Source: an optimization exercise on an open RTL-to-GDS flow (aim: small area, a short achievable clock period and few clock cycles). Production flows keep margins and buffers that such runs may drop.
Only simulation tests tie the RTL to the original design; equivalence was not proved.
No activity file was given, so power comes from the tool's default toggle rates.

## design/flow/design.v

```verilog
package egress_stamper_pkg;
    localparam int PACKET_XFER_LEN = 32;
    localparam int LEN_MSB  = 31;
    localparam int LEN_LSB  = 24;
    localparam int DEST_MSB = 15;
    localparam int DEST_LSB = 8;
    localparam int SRC_MSB  = 15;
    localparam int SRC_LSB  = 8;
    localparam int MIN_PKT_BYTES = 24;
    localparam int END_TIME_IDX  = 5;
    localparam int RING_SLOTS = 63;
    function automatic logic len_legal(input logic [7:0] len);
        len_legal = (len[1:0] == 2'b00) && (len[7:2] >= 6'd6);
    endfunction
endpackage
module pkt_ring #(
    parameter int DATA_W = 32,
    parameter int SLOTS  = 63
) (
    input  logic              clk,
    input  logic              we,
    input  logic [DATA_W-1:0] wdata,
    output logic [DATA_W-1:0] rdata
);
    logic [DATA_W-1:0] stage [SLOTS];
    always_ff @(posedge clk) begin
        stage[0] <= we ? wdata : stage[SLOTS-1];
        for (int i = 1; i < SLOTS; i++) begin
            stage[i] <= stage[i-1];
        end
    end
    assign rdata = stage[SLOTS-2];
endmodule
module egress_stamper #(
    parameter int PACKET_XFER_LEN = egress_stamper_pkg::PACKET_XFER_LEN,
    parameter int MAX_WORDS       = 64
) (
    input  logic                       clk,
    input  logic                       reset,
    input  logic                       in_valid,
    input  logic                       in_sop,
    input  logic [PACKET_XFER_LEN-1:0] in_data,
    output logic                       in_ready,
    input  logic [31:0]                counter,
    input  logic                       egress_full,
    output logic                       out_write_en,
    output logic [PACKET_XFER_LEN-1:0] out_data,
    output logic                       busy,
    output logic                       drop_pulse,
    output logic [15:0]                drop_count
);
    localparam int L = egress_stamper_pkg::RING_SLOTS;
    function automatic logic [5:0] inc_slot(input logic [5:0] s);
        inc_slot = (s == 6'(L - 1)) ? 6'd0 : s + 6'd1;
    endfunction
    function automatic logic [15:0] sat_add16(input logic [15:0] a, input logic [1:0] inc);
        logic [16:0] s;
        s = {1'b0, a} + {15'b0, inc};
        sat_add16 = s[16] ? 16'hFFFF : s[15:0];
    endfunction
    logic [5:0] ph, rs;
    logic       collecting;      
    logic [5:0] cs;              
    logic [5:0] widx;            
    logic [5:0] nlast;           
    logic [5:0] tail;            
    logic [5:0] nh;              
    logic [3:0] npk;             
    logic [5:0] bleft;           
    logic [2:0] bidx;            
    logic       ef_q;            
    logic       dvalid;
    logic [5:0] dstart, dend;
    logic [PACKET_XFER_LEN-1:0] tap;
    logic acc, sop_legal, cnow, start, hdr_at, skip;
    logic [1:0] drop_inc;
    assign busy      = collecting || (npk != 4'd0) || (bleft != 6'd0);
    assign in_ready  = !busy ||
                       (!(dvalid && !collecting) && (ph == tail) &&
                        ((bleft != 6'd0) || (tail != nh)));
    assign acc       = in_valid && in_ready;
    assign sop_legal = egress_stamper_pkg::len_legal(in_data[31:24]);
    assign cnow      = acc && !in_sop && collecting && (widx == nlast);
    assign skip      = (bleft == 6'd0) && dvalid && (nh == dstart);
    assign hdr_at    = (bleft == 6'd0) && (rs == nh) && !(dvalid && (nh == dstart));
    assign start     = hdr_at && ((npk != 4'd0) || cnow) && (!egress_full || !ef_q);
    pkt_ring #(
        .DATA_W(PACKET_XFER_LEN),
        .SLOTS (L)
    ) u_ring (
        .clk  (clk),
        .we   (in_ready),
        .wdata(in_data),
        .rdata(tap)
    );
    always_comb begin
        drop_inc = 2'd0;
        if (acc && in_sop) begin
            if (collecting) drop_inc = sop_legal ? 2'd1 : 2'd2;
            else if (!sop_legal) drop_inc = 2'd1;
        end
    end
    always_ff @(posedge clk) begin
        ef_q <= egress_full;
        if (reset) begin
            ph         <= 6'd0;
            rs         <= 6'd1;
            collecting <= 1'b0;
            npk        <= 4'd0;
            bleft      <= 6'd0;
            dvalid     <= 1'b0;
            drop_pulse <= 1'b0;
            drop_count <= 16'd0;
            out_write_en <= 1'b0;
            out_data     <= '0;
        end else begin
            ph <= rs;
            rs <= inc_slot(rs);
            drop_pulse <= (drop_inc != 2'd0);
            drop_count <= sat_add16(drop_count, drop_inc);
            out_write_en <= start;
            if (start) begin
                out_data <= tap;
                bleft    <= tap[31:26] - 6'd1;
                bidx     <= 3'd1;
            end else if (bleft != 6'd0) begin
                out_data <= (bidx == 3'(egress_stamper_pkg::END_TIME_IDX)) ? counter : tap;
                bleft    <= bleft - 6'd1;
                if (bidx != 3'd7) bidx <= bidx + 3'd1;
                if (bleft == 6'd1) nh <= inc_slot(rs);
            end else begin
                out_data <= '0;
            end
            npk <= npk + (cnow ? 4'd1 : 4'd0) - (start ? 4'd1 : 4'd0);
            if (skip) begin
                nh     <= dend;
                dvalid <= 1'b0;
            end
            if (acc && in_sop) begin
                if (sop_legal) begin
                    if (collecting) begin
                        if (skip || (!dvalid && npk == 4'd0 && bleft == 6'd0)) begin
                            nh     <= ph;
                            dvalid <= 1'b0;
                        end else if (dvalid) begin
                            dend <= ph;
                        end else begin
                            dvalid <= 1'b1;
                            dstart <= cs;
                            dend   <= ph;
                        end
                    end else if (!busy) begin
                        nh     <= ph;
                        dvalid <= 1'b0;
                    end
                    collecting <= 1'b1;
                    cs         <= ph;
                    widx       <= 6'd1;
                    nlast      <= in_data[31:26] - 6'd1;
                    tail       <= rs;
                end else if (collecting) begin
                    collecting <= 1'b0;
                    tail       <= cs;
                end
            end else if (acc && collecting) begin
                tail <= rs;
                widx <= widx + 6'd1;
                if (widx == nlast) collecting <= 1'b0;
            end
        end
    end
endmodule
```

## design/flow/run.sh

```bash
#!/bin/bash
# synth_recipe.tcl (not shown) runs the flow's synth.tcl, then flattens the netlist and writes it again
# the make line also repeats each setting of config.mk as NAME=value (left out here)
make -C /OpenROAD-flow-scripts/flow DESIGN_CONFIG=/design/flow/config.mk WORK_HOME=/design/flow/orfs CLKGATE_MAP_FILE= SYNTH_SCRIPT=/design/flow/synth_recipe.tcl finish
```

## design/flow/config.mk

```make
export PLATFORM = sky130hd
export DESIGN_NAME = egress_stamper
export DESIGN_NICKNAME = egress_stamper
export VERILOG_FILES = /design/flow/design.v
export SDC_FILE = /design/flow/constraint.sdc
export NUM_CORES = 4
export LEC_CHECK = 0
export CAP_MARGIN = 20
export CORE_MARGIN = 2
export CORE_UTILIZATION = 40
export SLEW_MARGIN = 20
```

## design/flow/constraint.sdc

```tcl
create_clock -name core_clock -period 4.0 [get_ports {clk}]
set_input_delay 0.8000 -clock core_clock [delete_from_list [all_inputs] [get_ports {clk}]]
set_output_delay 0.8000 -clock core_clock [all_outputs]
set_load 0.01 [all_outputs]
```

==> flow_summary.toml <==
[timing]
rsz0062_at_grt = "false"
finalHoldViolCount = 0
finClkSkew_ns = 0.0289
drv_slew = 0
max_slew_margin_pct = 38.2
finalCritPeriodShare_pct = 95.6
fin_tns_setup_ns = 0
finalCriticalPeriod_ns = 3.83
worst_pin_slew_ns = 0.927
max_freq_ghz = 0.261
setup_viol = 0

[die]
die_w_um = 346
die-height_um = 346
die_area_um2 = 119000
rows = 125
core_um2 = 116000
initial_core_util_pct = 40.2
io_pins = 121

[synth]
synth_enable_flop_cells = 45
synth_warnings = 3
synth-seq-cells = 2136
syn_nets = 2728
ys_seq_area_share_pct = 92.6
synth.distinct_cells = 60
synth-main-ff-cell = "dfxtp_1"
avgSynthCellArea_um2 = 17.7
async_reset_ff_share_pct = 0
syn_inst = 2636
syn_area_um2 = 46700

[clocking]
cts.sink_count = 2136
cts_buffers = 182
cts_hold_buf = 0
clock_latency_ns = 0.75
cts_buffer_depth = 3
clk_pin_slew_ns = 0.06
cts_tree = "yes"
h-tree-depth = 4
cts_root_buffer = "clkbuf_16"

[placement]
io_buffers = 120
dp_hpwl_um = 32800
gp_congestion = 0.794

[grt]
grt_pass1_vias = 18300
antenna_found_initial = 5
grt_pass1_wl_um = 99600
grt_usage_pct = 10.5
grt_start_max_net_pins = 72
grt_overflow = 0

[setup_path]
r2r_cells = 16
endpoint = "in_ready"
cp.arrival_ns = 3.03
cp_max_fo = 7
cp.required_ns = 3.20
crit_start = "bleft[0]"
worstReg2RegEnd = "drop_count[10]"
start_kind = "flop"
crit_chain = "inv_1 -> ha_2 -> or3b_4 -> nor4_4 -> a211oi_2 -> or2_2 -> buf_4 -> dlygate4sd2_1"
worst-path-stages = 8
max_stage_delay_ns = 0.44
cp-end-kind = "primary output"
worstReg2RegStart = "bleft[0]"
r2r_setup_slack_ns = 0.30
crit_slowest_cell = "or3b_4"
crit_buf_inv = 3
crit_family = "simple AND/OR/NAND/NOR gates"
critical_path_class = "flop to primary output"

[finish]
drive_above_1_share_pct = 12.9
nets = 3026
synthToLayoutAreaGrowth_pct = 20.3
fin_util_pct = 48.4
nFillCells = 9687
layout_common_cells = "dfxtp_1 (2091), clkbuf_16 (187), clkdlybuf4s50_1 (118), nand2_1 (54), edfxtp_1 (45)"
final_common_cell = "dfxtp_1"

[routing]
drt-pass1-iter-count = 5
vias = 18100
drc = 0
viasPerCell = 3.93
ant_nets = 0
routed_wl_um = 61300
wl_per_cell_um = 13.3
drt_iter0_markers = 864

[pwr]
ir_drop_mv = 0.487
p_per_area_nw_per_um2 = 858
leakagePower_nw = 22.4

[min_path]
min-delay-path-class = "flop to flop"

[outcome]
status = "timing/DRC/antenna clean"

[job]
drv_cap = 0
[flip-flops by register name, summed over array words and instances (netlist names), 3 cells and up]
register	count
dstart	6
rs	6
dend	6
out_data	32
npk	4
drop_count	16
bidx	3
tail	6
bleft	6
widx	6
ph	6
nh	6
u_ring.stage	2016
cs	6
nlast	6
[per-stage QoR]
| stage | hold slack [ns] | std cells | worst slack, ns | power (W) | instance area [um2] |
|---|---|---|---|---|---|
| final | 0.302 | 4609 | 0.174 | 0.0482 | 56200 |
| after global routing | 0.303 | 4608 | 0.00695 | 0.0503 | 56200 |
| after CTS | 0.304 | 4607 | 0.105 | 0.0489 | 56100 |
| after detailed placement | 0.312 | 4271 | 0.0138 | 0.0310 | 49900 |
| after global placement | 0.310 | 4271 | 0.105 | 0.0310 | 49900 |
| after floorplan | 0.310 | 2636 | 0.0616 | 0.0298 | 46700 |
[worst register-to-register path, delay by kind of cell (launching register included)]
kind / cells / cell delay [ns]
XOR/XNOR: 1 / 0.16
buffers and inverters: 3 / 0.32
AND/OR/NAND/NOR: 8 / 1.90
flip-flops: 1 / 0.32
AO/OA/AOI/OAI: 1 / 0.15
adder cells (fa/ha/maj): 3 / 0.79
[where the power goes]
part	switching [W]	internal (W)	leakage [nW]
Clock	0.00745	0.0101	3.06
Sequential	0.00148	0.0277	17.6
Combinational	0.000823	0.000650	1.75
[synthesized netlist by cell type, types with 24 or more instances]
cell type  count  area, um2
a21oi_1       26        130
o21ai_0       36        180
xnor2_1       35        307
xor2_1        24        210
mux2_2        39        439
clkbuf_1      25       93.8
dfxtp_1     2091      41900
a32oi_1       31        272
nand2_1       54        203
inv_1         26       97.6
edfxtp_1      45       1350
nor2_1        33        124
[per-layer routing]
metal / wire length [um] / vias up / track usage, %
li1: - / 9084 / -
met2: 22700 / 358 / 13.5
met5: 10 / - / 0
met1: 32800 / 8527 / 15.7
met4: 1720 / 2 / 5.03
met3: 4050 / 132 / 3.42
[cells by family after synthesis]
logic type               after synthesis  synth area share (%)
flip-flops                          2136                  92.6
AND/OR/NAND/NOR                      180                  1.97
AO/OA/AOI/OAI                        129                  1.95
buffers and inverters                 62                 0.592
XOR/XNOR                              59                  1.11
multiplexers                          47                  1.19
adder cells (fa/ha/maj)               23                 0.649
[final cells by class]
cell class | instances | area, um2 | share of cell area, %
inverters | 26 | 97.6 | 0.174
repair buffers | 150 | 1450 | 2.57
multi-input cells | 438 | 3260 | 5.80
clock inverters | 62 | 793 | 1.41
well taps | 1524 | 1910 | 3.40
diodes | 1 | 2.50 | 0.00446
clock buffers | 272 | 5440 | 9.69
flip-flops and latches | 2136 | 43200 | 77.0
[what timing repair did]
action,in CTS,in global routing
resized for setup,6,0
endpoints found under the setup margin,1,0
endpoints found under the hold margin,0,0
setup buffers,2,0
[worst min path at each step]
stage | cells past startpoint | startpoint | slack (ns) | endpoint
final | 0 | u_ring.stage[44][3] | 0.30 | u_ring.stage[45][3]
after global routing | 0 | u_ring.stage[32][10] | 0.30 | u_ring.stage[33][10]
after CTS | 0 | u_ring.stage[44][3] | 0.30 | u_ring.stage[45][3]
after detailed placement | 0 | u_ring.stage[15][16] | 0.31 | u_ring.stage[16][16]
after global placement | 0 | u_ring.stage[60][3] | 0.31 | u_ring.stage[61][3]
after floorplan | 0 | u_ring.stage[9][0] | 0.31 | u_ring.stage[10][0]
Testbench counts, summed over its fixed seeds: cycles 29,379.

[port drivers added, routing unchanged]
No port has a modelled driver above. Below, the same layout with a new extraction and two added sets of constraints.
Step 1 sets driving cells, clkbuf_16 on the clock port and buf_2 on the other inputs (assumed; they add their load-dependent delay and slew).
Step 2, shift: input delay + t, output delay - t, t = (earliest + latest rising clock arrival at the registers) / 2. This alone moves slack from input paths to output paths.
Three values: ideal, step 1, step 2; two values: the first two.
shift t [ns]: 0.805
slack for setup (ns): 0.174 / 0.106 / 0.043
hold slack, ns: 0.302 / 0.302 / 0.302
cell pins on the clock port's net: 1
After both steps setup and hold are still met in this run. The setup slack of this run moves by -0.068 ns with the drivers and by -0.131 ns with both steps.
